This design comes from an exercise in tuning for small area, a short achievable clock period and few clock cycles per item on the open sky130 flow, not from production work.
The RTL was checked by simulation tests, not by an equivalence proof against the original design.
No activity file was given, so power comes from the tool's default toggle rates.

// alu_cluster
module alu_cluster (
  input  logic          clk,
  input  logic          rst,
  input  logic          in_valid,
  output logic          in_ready,
  input  logic [145:0]  in_req,
  output logic          out_valid,
  input  logic          out_ready,
  output logic [72:0]   out_rsp
);
Size: roughly 2700 cells after synthesis, about 15000 um^2 of cells after synthesis.
Settings: LEC_CHECK=0, ABC_AREA=1, CAP_MARGIN=30, CORE_MARGIN=2, CORE_UTILIZATION=40, PLACE_DENSITY=0.6, SETUP_SLACK_MARGIN=2.0, SLEW_MARGIN=20; clock period 6.0 ns.
standard.sh (not shown) runs the stock make flow with config.mk's settings and CLKGATE_MAP_FILE= SYNTH_SCRIPT=/design/flow/synth_recipe.tcl, a recipe that flattens the netlist after the stock synthesis.
==> flow/flow/run.sh <==
#!/bin/bash
# The standard layout, with plain buf_1 cells as the port buffers (the resizer
# upsizes them where timing needs it).
set -euo pipefail
export BUFFER_PORTS_ARGS="-buffer_cell sky130_fd_sc_hd__buf_1"
bash standard.sh > standard.log 2>&1
Testbench counts at the start, summed over its fixed seeds: cycles 27,441, items 24,000.
Rerun with:
==> flow/flow/run.sh (replaced) <==
#!/bin/bash
set -euo pipefail
export BUFFER_PORTS_ARGS="-buffer_cell sky130_fd_sc_hd__buf_1"

rm -rf scripts_abc
cp -r "$FLOW_HOME/scripts" scripts_abc
cp flow/abc_area.script scripts_abc/abc_area.script
SCRIPTS_DIR="$PWD/scripts_abc" bash standard.sh synth > synth.log 2>&1
bash standard.sh > standard.log 2>&1
==> flow/flow/abc_area.script (new file) <==
strash
dch
map -a
topo
stime -c
buffer -c
upsize -c
dnsize -c
Cell area drops by a few percent.
Power decreases by a few percent.
Setup slack loses 810 ps.
Die area shrinks by roughly a tenth.
Hold slack is worse by 120 ps.
Routed wire length shrinks by roughly a tenth.
First-iteration DRC count drops by a quarter to a third.
Critical path depth is higher by 8.
Non-clock buffer count grows by 12.
Clock power climbs by a few percent.
Rerun with:
==> flow/flow/abc_area.script (replaced) <==
strash
dch -f
map -a
amap
=> Via count went down by 7.7%; routed wire length fell by 15%; non-clock buffer count fell by 5; combinational power fell by about 6%; sequential power goes down by about 3%; area after synthesis goes down by 11%; worst hold slack degrades by 210 ps.
Rerun with:
==> flow/flow/run.sh (replaced) <==
#!/bin/bash
# The standard layout, with plain buf_1 cells as the port buffers (the resizer
# upsizes them where timing needs it).
set -euo pipefail
export BUFFER_PORTS_ARGS="-buffer_cell sky130_fd_sc_hd__buf_1"
export ADDER_MAP_FILE=
bash standard.sh > standard.log 2>&1
Settings changed: SETUP_SLACK_MARGIN 2.0 to 2.5.
removed: flow/flow/abc_area.script
Synthesized area went up by 32%.
Fmax came out higher by 46%.
Design area climbs by 30%.
Global-route usage rises by 1.4 points.
Worst setup slack gets better by 1700 ps.
Count of clock-buffer cells in the layout climbs by 1.
Power increases by 11%.

v17:
alu_cluster, a different RTL version from the one above (not shown whole).
Size in the first run: about 2600 cells after synthesis, roughly 74 flip-flops, roughly 230 I/O pins, ~0.014 mm² of cells after synthesis.
==> flow/config.mk <==
export PLATFORM = sky130hd
export DESIGN_NAME = alu_cluster
export DESIGN_NICKNAME = alu_cluster
export VERILOG_FILES = /design/flow/design.v
export SDC_FILE = /design/flow/constraint.sdc
export NUM_CORES = 4
export LEC_CHECK = 0
export ABC_AREA = 1
export CAP_MARGIN = 30
export CORE_MARGIN = 2
export CORE_UTILIZATION = 40
export PLACE_DENSITY = 0.6
export SETUP_SLACK_MARGIN = 2.0
export SLEW_MARGIN = 5
==> flow/constraint.sdc <==
create_clock -name core_clock -period 6.0 [get_ports {clk}]
set_input_delay 1.2000 -clock core_clock [delete_from_list [all_inputs] [get_ports {clk}]]
set_output_delay 1.2000 -clock core_clock [all_outputs]
set_load 0.01 [all_outputs]
==> flow/flow/run.sh <==
#!/bin/bash
# The standard layout, with plain buf_1 cells as the port buffers (the resizer
# upsizes them where timing needs it).
set -euo pipefail
export BUFFER_PORTS_ARGS="-buffer_cell sky130_fd_sc_hd__buf_1"
export ADDER_MAP_FILE=
export SKIP_GATE_CLONING=1
bash standard.sh > standard.log 2>&1
v17 finished every stage and its layout cleared the timing, DRC and antenna checks.
Testbench counts of v17, summed over its fixed seeds: cycles 27,441, items 24,000.
> inputs changed (v17 -> v28)
Settings: changing SETUP_SLACK_MARGIN from 2.0 to 2.25; changing SLEW_MARGIN from 5 to 20.
Findings:
- Between v28 and v17, it is v28 whose share of power burned in combinational logic is higher, by 2.1 points.
- Routed length on met3: v28 vs v17 up 11%
- On first-pass GRT wire length, the lower figure sits with v17, not v28.
- Higher final critical-path required period was reported by v17, not v28.
- Summary of v28 over v17: routed wire length +1800 µm, final total power rose by 4.9%.
- Of v17 and v28, the run reporting the higher sequential share of layout area was v17.
[inputs] v45 vs v28
Settings: swapping 2.25 for 2.5 in SETUP_SLACK_MARGIN.
-- flow/flow/run.sh --
<<< v28, line 6
export ADDER_MAP_FILE=
export SKIP_GATE_CLONING=1
bash standard.sh > standard.log 2>&1
>>> v45, line 6
export ADDER_MAP_FILE=
bash standard.sh > standard.log 2>&1
Results
Compared with v28, v45 shows a lower worst slew slack as a fraction of its limit.
Delta(proportion of cell area occupied by registers, v45 - v28) < 0
Wire length up 2600 µm in v45 wrt v28
The inputs of v33 differ from those of v45 as listed below.
Settings: a change of SETUP_SLACK_MARGIN from 2.5 to 1.75.
-- flow/flow/run.sh --
<<< v45, line 6
export ADDER_MAP_FILE=
bash standard.sh > standard.log 2>&1
>>> v33, line 6
export ADDER_MAP_FILE=
export SKIP_GATE_CLONING=1
bash standard.sh > standard.log 2>&1
--- outcome ---
- Lower non-filler instance count after layout among v33 and v45: v33
- Total power of v33 is lower than that of v45.
- v33 and v45 ended up with nearly the same clock latency reported for the late side of the worst-skew pair.
[inputs] v32 vs v33
Settings: SETUP_SLACK_MARGIN now 2.0, was 1.75.
-- flow/flow/run.sh --
<<< v33, line 6
export ADDER_MAP_FILE=
export SKIP_GATE_CLONING=1
bash standard.sh > standard.log 2>&1
>>> v32, line 6
export ADDER_MAP_FILE=
bash standard.sh > standard.log 2>&1
Results
In summary, v32 completed successfully, with a layout that passed the timing, DRC and antenna checks.
Between v33 and v32, the difference in area after detailed placement is negligible.
From v33 to v32 the numbers moved as follows: register share of total power closely matched the old numbers, area occupied by multi-input gates grew by 3.0%, maximum clock path buffer count essentially unchanged.
v32 against v33; wire length per cell is up slightly.
The number of instances in the placed design on v33 is in line with that on v32.
| worst setup slack | v32 vs v33 | 0.21 ns higher |
Per the comparison of v32 with v33, global-route usage picked up an extra 0.29 points; period utilization moved down; routed length on met1 moved down.
## Diff of input files: v18 against v32
Settings: PLACE_DENSITY now 0.65, was 0.6; CORE_UTILIZATION now 50, was 40.
-- flow/flow/run.sh --
<<< v32, line 6
export ADDER_MAP_FILE=
bash standard.sh > standard.log 2>&1
>>> v18, line 6
export ADDER_MAP_FILE=
export SKIP_GATE_CLONING=1
bash standard.sh > standard.log 2>&1
Findings:
Global-route usage over all layers: v18 vs v32 up 5.8 points
The run showing the greater count of plain and timing-repair buffers is v32.
Changes observed in v18 relative to v32: utilization went up 11 points, part of the cycle the worst path needs went up 0.69 points.

-- separate check: timing with driven ports --
In the flow no input, the clock included, has a driving cell. The finished layouts below were timed again as built, in two steps. Step 1 assumes that a clkbuf_16 drives the clock port and a buf_2 every other input. Step 2, shift: input delay + t, output delay - t, t = (earliest + latest rising clock arrival at the registers) / 2. This alone moves slack from input paths to output paths. a / b / c = ideal ports / drivers / drivers and shift; a / b = the first two.
run	t, ns	slack for setup (ns)	worst setup path at the end	pins driven straight from the clock port
the first run of note 1	0.414	1.908 / 1.922 / 1.507	input to register	1
the second run of note 1	0.431	1.102 / 1.110 / 0.678	input to register	1
the third run of note 1	0.419	0.730 / 0.746 / 0.327	input to register	1
the fourth run of note 1	0.400	2.401 / 2.353 / 2.056	input to register	1
v17	0.399	2.044 / 2.045 / 1.646	input to register	1
v28	0.397	2.197 / 2.191 / 1.794	input to register	1
v45	0.399	2.288 / 2.211 / 1.812	input to register	1
v33	0.410	1.811 / 1.836 / 1.426	input to register	1
v32	0.398	2.022 / 2.023 / 1.624	input to register	1
v18	0.393	1.981 / 2.008 / 1.615	input to register	1
After both steps every run listed still meets setup and hold. The setup slack of v45, which loses most, moves by -0.077 ns with the drivers and by -0.476 ns with both steps.
